Background: an optimization exercise with open tools, aiming at small area, a short achievable clock period and few clock cycles per item. Do not read the settings as production practice.
The RTL was checked by simulation tests, not by an equivalence proof against the original design.

==> design.v <==
`default_nettype none
module ysyx_22050243_mdu_ctrl #(
    parameter int XLEN = 64
) (
    input  logic            clk,
    input  logic            rst,
    input  logic            flush,
    input  logic            in_valid,
    output logic            in_ready,
    input  logic [2:0]      mdu_op,
    input  logic            is_w,
    input  logic [XLEN-1:0] src1,
    input  logic [XLEN-1:0] src2,
    output logic            out_valid,
    input  logic            out_ready,
    output logic [XLEN-1:0] result
);
    typedef enum logic [3:0] {
        S_IDLE  = 4'd0,
        S_OUT   = 4'd1,    
        S_OUTP  = 4'd2,    
        S_MUL   = 4'd3,
        S_MFIN  = 4'd4,
        S_MADD2 = 4'd5,
        S_MADDX = 4'd6,
        S_D1    = 4'd7,
        S_D2    = 4'd8,
        S_DIV   = 4'd9,
        S_DFIN  = 4'd10
    } state_t;
    state_t       r_st, w_nst;
    logic         r_inrdy, r_outv;
    logic [2:0]   r_op;
    logic         r_w;
    logic [65:0]  X;       
    logic [63:0]  Y;       
    logic [65:0]  H;       
    logic [65:0]  C;       
    logic [1:0]   r_cy;    
    logic         r_yprev;
    logic         r_first;
    logic         r_corr;  
    logic [6:0]   r_cnt;
    logic [7:0]   r_d;
    logic         r_sa, r_sb, r_div0;
    function automatic logic [6:0] bitlen65(input logic [64:0] v);
        logic [3:0] gl [0:8];
        logic [6:0] bl;
        bl = '0;
        for (int g = 0; g < 8; g++) begin
            gl[g] = '0;
            for (int i = 0; i < 8; i++)
                if (v[8*g+i]) gl[g] = 4'(i + 1);
        end
        for (int g = 0; g < 8; g++)
            if (|v[8*g +: 8]) bl = 7'(8*g) + 7'(gl[g]);
        if (v[64]) bl = 7'd65;
        bitlen65 = bl;
    endfunction
    wire w_weff = r_w & (r_op == 3'd0 | r_op[2]);
    wire w_acc  = in_valid & r_inrdy;
    wire        w_mext = (r_op[2:1] == 2'b00) ? X[63] : 1'b0;
    wire [64:0] w_M    = {w_mext, X[63:0]};
    wire [8:0]  w_yb   = {Y[7:0], r_yprev};
    logic [65:0] w_U   [0:3];
    logic [3:0]  w_neg;
    always_comb begin
        for (int j = 0; j < 4; j++) begin
            logic yp, y0, y1, one, two;
            logic [65:0] mag, pp;
            yp = w_yb[2*j];
            y0 = w_yb[2*j+1];
            y1 = w_yb[2*j+2];
            one = y0 ^ yp;
            two = (y1 & ~y0 & ~yp) | (~y1 & y0 & yp);
            w_neg[j] = y1 & ~(y0 & yp);
            mag = ({66{one}} & {w_M[64], w_M}) | ({66{two}} & {w_M, 1'b0});
            pp  = mag ^ {66{w_neg[j]}};
            w_U[j] = {~pp[65], pp[64:0]};
        end
    end
    function automatic logic [147:0] csa(input logic [73:0] a, input logic [73:0] b,
                                         input logic [73:0] c);
        logic [73:0] s, m;
        s = a ^ b ^ c;
        m = (a & b) | (a & c) | (b & c);
        csa = {s, m[72:0], 1'b0};
    endfunction
    logic [73:0] w_sin, w_cin, w_u0, w_u1, w_u2, w_u3;
    logic [73:0] w_sA, w_cA, w_sB, w_cB, w_sC, w_cC, w_s4, w_c4;
    logic [9:0]  w_low;
    always_comb begin
        w_sin = r_first ? (74'd1 << 65) : {8'd0, H};
        w_cin = {8'd0, C};
        w_u0  = {1'b0, 7'b1010101, w_U[0]};
        w_u1  = {6'd0, w_U[1], r_cy[1], w_neg[0]};
        w_u2  = {4'd0, w_U[2], 1'b0, w_neg[1], 2'b00};
        w_u3  = {2'd0, w_U[3], 1'b0, w_neg[2], 4'b0000};
        {w_sA, w_cA} = csa(w_sin, w_cin, w_u0);
        w_cA[0] = r_cy[0];
        {w_sB, w_cB} = csa(w_u1, w_u2, w_u3);
        {w_sC, w_cC} = csa(w_sA, w_cA, w_sB);
        {w_s4, w_c4} = csa(w_sC, w_cC, w_cB);
        w_low = {2'b00, w_s4[7:0]} + {2'b00, w_c4[7:0]} + {3'b000, w_neg[3], 6'd0};
    end
    wire w_mlast = (r_cnt[2:0] == (w_weff ? 3'd3 : 3'd7));
    wire        w_sgn  = ~r_op[0];
    wire [63:0] w_aext = !w_weff ? Y : {{32{w_sgn & Y[31]}}, Y[31:0]};
    wire [63:0] w_bext = !w_weff ? X[63:0] : {{32{w_sgn & X[31]}}, X[31:0]};
    wire        w_sa   = w_sgn & w_aext[63];
    wire        w_sb   = w_sgn & w_bext[63];
    wire [6:0]  w_ubA  = bitlen65(w_sa ? {~w_aext, 1'b1} : {1'b0, w_aext});
    wire [6:0]  w_lbB  = bitlen65({1'b0, w_sb ? ~w_bext : w_bext});
    wire [7:0]  w_dnew = {1'b0, w_ubA} - {1'b0, w_lbB};
    wire        w_bz   = (w_bext == 64'd0);
    logic [65:0] w_pa, w_pb;
    logic        w_pci;
    logic        w_fmtw;
    always_comb begin
        w_pa   = '0;
        w_pb   = '0;
        w_pci  = 1'b0;
        w_fmtw = 1'b0;
        case (r_st)
            S_D1: begin
                w_pb  = {{2{w_sa}}, w_aext} ^ {66{w_sa}};
                w_pci = w_sa;
            end
            S_DIV: begin
                w_pa  = H;
                w_pb  = X ^ {66{~r_sb}};
                w_pci = ~r_sb;
            end
            S_DFIN: begin
                logic ng;
                ng     = r_op[1] ? r_sa : (r_sa ^ r_sb) & ~r_div0;
                w_pb   = {2'b00, r_op[1] ? H[63:0] : Y} ^ {66{ng}};
                w_pci  = ng;
                w_fmtw = w_weff;
            end
            S_MFIN: begin
                if (r_op[1:0] == 2'd0) begin
                    w_pb   = {2'b00, w_weff ? {32'd0, Y[63:32]} : Y};
                    w_fmtw = w_weff;
                end else begin
                    w_pa  = H;
                    w_pb  = C;
                    w_pci = r_cy[0];
                end
            end
            S_MADD2: begin
                w_pa  = H;
                w_pb  = 66'd1;
                w_pci = 1'b1;
            end
            S_MADDX: begin
                w_pa = H;
                w_pb = {2'b00, X[63:0]};
            end
            default: ;
        endcase
    end
    wire [65:0] w_psum = w_pa + w_pb + {65'd0, w_pci};
    wire [63:0] w_pres = w_fmtw ? {{32{w_psum[31]}}, w_psum[31:0]} : w_psum[63:0];
    wire        w_q    = ~w_psum[65];
    always_comb begin
        w_nst = r_st;
        case (r_st)
            S_IDLE:  if (in_valid) w_nst = mdu_op[2] ? S_D1 : S_MUL;
            S_OUT: begin
                if (out_ready) w_nst = in_valid ? (mdu_op[2] ? S_D1 : S_MUL) : S_IDLE;
                else if (in_valid) w_nst = S_OUTP;
            end
            S_OUTP:  if (out_ready) w_nst = r_op[2] ? S_D1 : S_MUL;
            S_MUL:   if (w_mlast) w_nst = S_MFIN;
            S_MFIN: begin
                if (r_op[1:0] == 2'd0) w_nst = S_OUT;
                else if (r_cy[1])      w_nst = S_MADD2;
                else if (r_corr)       w_nst = S_MADDX;
                else                   w_nst = S_OUT;
            end
            S_MADD2: w_nst = r_corr ? S_MADDX : S_OUT;
            S_MADDX: w_nst = S_OUT;
            S_D1:    w_nst = S_D2;
            S_D2:    w_nst = (r_d[7] | r_div0) ? S_DFIN : S_DIV;
            S_DIV:   if (r_cnt == 7'd0) w_nst = S_DFIN;
            S_DFIN:  w_nst = S_OUT;
            default: w_nst = S_IDLE;
        endcase
        if (flush) w_nst = S_IDLE;
    end
    always_ff @(posedge clk or posedge rst) begin
        if (rst) begin
            r_st    <= S_IDLE;
            r_inrdy <= 1'b1;
            r_outv  <= 1'b0;
        end else begin
            r_st    <= w_nst;
            r_inrdy <= (w_nst == S_IDLE) | (w_nst == S_OUT);
            r_outv  <= (w_nst == S_OUT) | (w_nst == S_OUTP);
        end
    end
    always_ff @(posedge clk) begin
        r_first <= (w_nst == S_MUL) & (r_st != S_MUL);
        r_yprev <= (r_st == S_MUL) ? Y[7] : 1'b0;
        r_cy    <= (r_st == S_MUL) ? w_low[9:8] : 2'b00;
        C       <= (r_st == S_MUL) ? w_c4[73:8] : 66'd0;
        if (r_inrdy) begin
            X[63:0] <= src2;
            Y       <= src1;
            r_op    <= mdu_op;
            r_w     <= is_w;
        end
        case (r_st)
            S_MUL: begin
                H     <= w_s4[73:8];
                Y     <= {w_low[7:0], Y[63:8]};
                r_cnt <= r_cnt + 7'd1;
                if (r_first) r_corr <= (r_op == 3'd3) & Y[63];
            end
            S_D1: begin
                H      <= {2'b00, w_pres};
                X      <= {{2{w_sb}}, w_bext};
                r_sa   <= w_sa;
                r_sb   <= w_sb;
                r_div0 <= w_bz;
                r_d    <= w_dnew;
            end
            S_D2: begin
                X     <= X << r_d[6:0];
                Y     <= {64{r_div0}};
                r_cnt <= r_d[6:0];
            end
            S_DIV: begin
                if (w_q) H <= {2'b00, w_pres};
                Y     <= {Y[62:0], w_q};
                X     <= {X[65], X[65:1]};
                r_cnt <= r_cnt - 7'd1;
            end
            S_DFIN, S_MFIN, S_MADD2, S_MADDX: H <= {2'b00, w_pres};
            default: ;
        endcase
        if (r_st != S_MUL) begin
            if (w_nst == S_MUL) r_cnt <= '0;
        end
    end
    assign in_ready  = r_inrdy;
    assign out_valid = r_outv;
    assign result    = H[63:0];
endmodule
`default_nettype wire
==> run.sh <==
#!/bin/bash
# synth_recipe.tcl (not shown) runs the flow's synth.tcl, then flattens the netlist and writes it again
# the make line also repeats each setting of config.mk as NAME=value (left out here)
make -C /OpenROAD-flow-scripts/flow DESIGN_CONFIG=/design/flow/config.mk WORK_HOME=/design/flow/orfs CLKGATE_MAP_FILE= SYNTH_SCRIPT=/design/flow/synth_recipe.tcl finish
==> config.mk <==
export PLATFORM = sky130hd
export DESIGN_NAME = ysyx_22050243_mdu_ctrl
export DESIGN_NICKNAME = ysyx_22050243_mdu_ctrl
export VERILOG_FILES = /design/flow/design.v
export SDC_FILE = /design/flow/constraint.sdc
export NUM_CORES = 4
export LEC_CHECK = 0
export CAP_MARGIN = 20
export CORE_MARGIN = 2
export CORE_UTILIZATION = 30
export SLEW_MARGIN = 20
==> constraint.sdc <==
create_clock -name core_clock -period 10.0 [get_ports {clk}]
set_input_delay 2.0000 -clock core_clock [delete_from_list [all_inputs] [get_ports {clk}]]
set_output_delay 2.0000 -clock core_clock [all_outputs]
set_load 0.01 [all_outputs]
==> run summary <==
[flip-flops by register name (all words and copies together) (netlist names), 2 cells and up]
name	cells
r_cy	2
X	66
Y	64
H	65
r_cnt	7
C	65
r_st	4
r_op	3
r_d	8
[through the flow]
stage | std cells | util | instance area, µm² | hold slack, ns
detailed placement | 6874 | 0.324 | 45000 | 0.517
finish | 6952 | 0.333 | 46400 | 0.539
global route | 6951 | 0.333 | 46400 | 0.559
CTS | 6950 | 0.333 | 46400 | 0.538
floorplan | 5241 | - | 41900 | 0.482
global placement | 6874 | 0.324 | 45000 | 0.504
[cell type report]
type	count	area [µm²]
Sequential cell	293	8010
Antenna cell	2	5.00
Fill cell	14600	92700
Timing Repair Buffer	356	3180
Clock inverter	12	97.6
Clock buffer	64	1250
Multi-Input combinational cell	3954	30000
Tap cell	1876	2350
Inverter	395	1490
[synthesized netlist by cell type (18+ instances only)]
library cell  instances  share of area
o21ai_0             381          0.046
nand4_1              39         0.0058
a21oi_1             424          0.051
buf_2                40         0.0048
a211oi_1             28         0.0050
buf_1                57         0.0051
o22a_1               18         0.0038
or3_1                25         0.0037
mux2i_1             168          0.040
and3_1               20         0.0030
mux4_2               47          0.025
edfxtp_1            211           0.15
nand2_1             431          0.039
nor3_1               52         0.0062
inv_1               389          0.035
a31oi_1              37         0.0055
nand3_1              52         0.0062
nor2_1              376          0.034
dfxtp_1              76          0.036
nand2b_1             31         0.0046
o211ai_1             36         0.0065
buf_4                68          0.012
xor2_1              276          0.058
nor2b_1              92          0.014
ha_1                102          0.030
clkbuf_1            428          0.038
nor4_1               19         0.0028
fa_1                264           0.13
xnor2_1             150          0.031
o22ai_1              25         0.0037
mux2_2               19         0.0051
a22oi_1             340          0.061
o21bai_1             21         0.0038
a221oi_1             63          0.013
a221o_1              18         0.0043
a21o_1               56          0.010
and2_1              141          0.021
[metal layers]
| metal | track usage | vias to the layer above |
|---|---|---|
| li1 | - | 17900 |
| met1 | 0.339 | 20100 |
| met2 | 0.404 | 3106 |
| met3 | 0.0726 | 670 |
| met4 | 0.164 | 4 |
| met5 | 0 | - |
[placed cells by master, fill, tap and decap left out, types with 168 or more instances in the layout]
master	n
inv_1	387
a22oi_1	340
clkdlybuf4s50_1	202
o21ai_0	377
nand2_1	429
mux2i_1	168
nor2_1	374
edfxtp_1	211
xor2_1	276
a21oi_1	422
fa_1	264
[worst min-delay path, cell delays in order, from the launching register on]
cell	delay, ns
dfxtp_1	0.34
nand2_1	0.07
a31oi_1	0.08
[final timing paths]
kind,from,endpoint,depth (start not counted)
min,r_cnt[6],r_cnt[6],2
min reg2reg,r_cnt[6],r_cnt[6],2
max in group asynchronous,rst,r_inrdy,2
min in group asynchronous,rst,r_outv,2
max reg2reg,r_op[1],H[8],20
max,r_op[1],H[8],20
[cell families after synthesis]
family | share of synthesized area
fa+ha+maj | 0.157
buf+inv | 0.0971
simple gates | 0.151
mux | 0.0706
xor+xnor | 0.0891
flops | 0.191
compound gates | 0.244
==> flow_metrics.py <==
metrics = {
    "setup_path": {
        "rrSetupSlack_ns": 2.68,
        "worstPathArrival_ns": 7.61,
        "crit_path_start_kind": "register",
        "critPathKind": "register to register",
        "cp_cell_sequence": "nand2b_1 > and3_4 > o21ai_4 > buf_4 > inv_4 > xnor2_1 > a221oi_1 > o21ai_0 > ha_1 > and2_1 > a21boi_0 > o211ai_1 > a21oi_1 > o21ai_0 > o21ai_1 > a22oi_1 > a21oi_1 > mux2i_1 > or2_4 > buf_4",
        "crit_path_max_incr_delay_ns": 0.65,
        "worst-path-buf-inv": 3,
        "crit_fanout": 50,
        "critPathCaptureType": "register",
        "cp.required_ns": 10.29,
        "critPathSlowestCell": "or2_4",
        "crit_family": "compound AO/OA/AOI/OAI gates",
    },
    "job": {
        "max-cap-violations": 0,
    },
    "status": {
        "outcome": "no timing/DRC/antenna violations",
    },
    "global_route": {
        "overflow": 0,
        "antenna_found_initial": 7,
        "grt_max_degree": 77,
        "grt_first_pass_wirelength_mm": 283,
        "grt_pass1_vias": 39800,
        "grt_usage": 0.268,
    },
    "synthesis": {
        "synth_edf_count": 211,
        "synth_warnings": 4,
        "netlist_instances": 5241,
        "synthDistinctLibCells": 103,
        "syn_nets": 5744,
        "yosysSeqAreaShare": 0.191,
        "syn_avg_cell_area_um2": 7.99,
        "ys_async_sr_fraction": 0.0205,
        "synth_area_mm2": 0.0419,
        "synth_top_flop_cell": "edfxtp_1",
        "yosys_register_bits": 293,
    },
    "clock_network": {
        "path_clk_slew_ns": 0.07,
        "postCtsHoldBufs": 0,
        "cts_made_buffers": 42,
        "clk_latency_ns": 0.65,
        "cts.sinks": 293,
        "cts_tree": "done",
        "root_buffer": "clkbuf_16",
        "post_cts_buffers": 0,
        "cts_resized": 0,
        "htreeDepth": 2,
        "cts.path.max_buffers": 3,
    },
    "timing": {
        "skew_ns": 0.0321,
        "rsz0062_at_grt": "no",
        "tns_ns": 0,
        "fmax_ghz": 0.137,
        "timing.final.ws_setup_ns": 2.68,
        "slew_viol_final": 0,
        "slew_headroom": 0.191,
        "finalSetupViolations": 0,
        "worstMarginPinSlew_ns": 1.20,
        "finalHoldViolCount": 0,
        "period_share": 0.732,
        "fin_crit_ns": 7.32,
    },
    "route": {
        "drc_errors": 0,
        "routed_wl_mm": 196,
        "vias_per_cell": 6.01,
        "avgRoutedWirePerCell_um": 28.2,
        "drt-met1-wl_mm": 73.6,
        "top_layer": "met5",
        "drt-initial-drc-count": 6537,
        "wl_met2_mm": 83.8,
        "antenna_left": 0,
        "wl_met3_mm": 24.2,
        "firstDrtPassIters": 8,
        "dr_total_vias": 41800,
    },
    "cells_and_area": {
        "layout.nets": 5545,
        "synthToLayoutAreaGrowth_pct": 10.7,
        "drive_gt1_frac": 0.0692,
    },
    "placement": {
        "pre_cts_ws_ns": 2.91,
        "hpwlAfterDp_mm": 142,
        "port_buffers": 202,
        "place_congestion": 1.02,
    },
    "die": {
        "ios": 203,
        "die_area_mm2": 0.143,
        "die_height_um": 378,
        "core_mm2": 0.139,
        "die_width_um": 378,
        "start_util": 0.301,
        "rows": 137,
    },
    "hold_path": {
        "hp-class": "register to register",
    },
}
Testbench counts, summed over its fixed seeds: cycles 24,859, ops 2,400.

what the ideal ports hide:
In the flow no input, the clock included, has a driving cell. The finished layout below was timed again as built, in two steps.
Step 1, drivers: a clkbuf_16 drives clk and a buf_2 each remaining input, both assumed.
Step 2 adds t to the input delays and takes it off the output delays; t is the mean of the earliest and latest rising clock arrival at the registers after step 1. Input paths then give back, and output paths get back, about the clock's delay inside the block.
Slacks: ideal / step 1 / step 2; pairs: ideal / step 1.
shift t [ns]: 0.698
setup slack, ns: 2.679 / 2.679 / 2.679
hold slack, ns: 0.539 / 0.539 / 0.539
worst setup path at the end: register to register
worst slew at a driven data input, ns: 0.13
After both steps this run still meets setup and hold. The setup slack of this run moves by 0.000 ns with the drivers and by 0.000 ns with both steps.
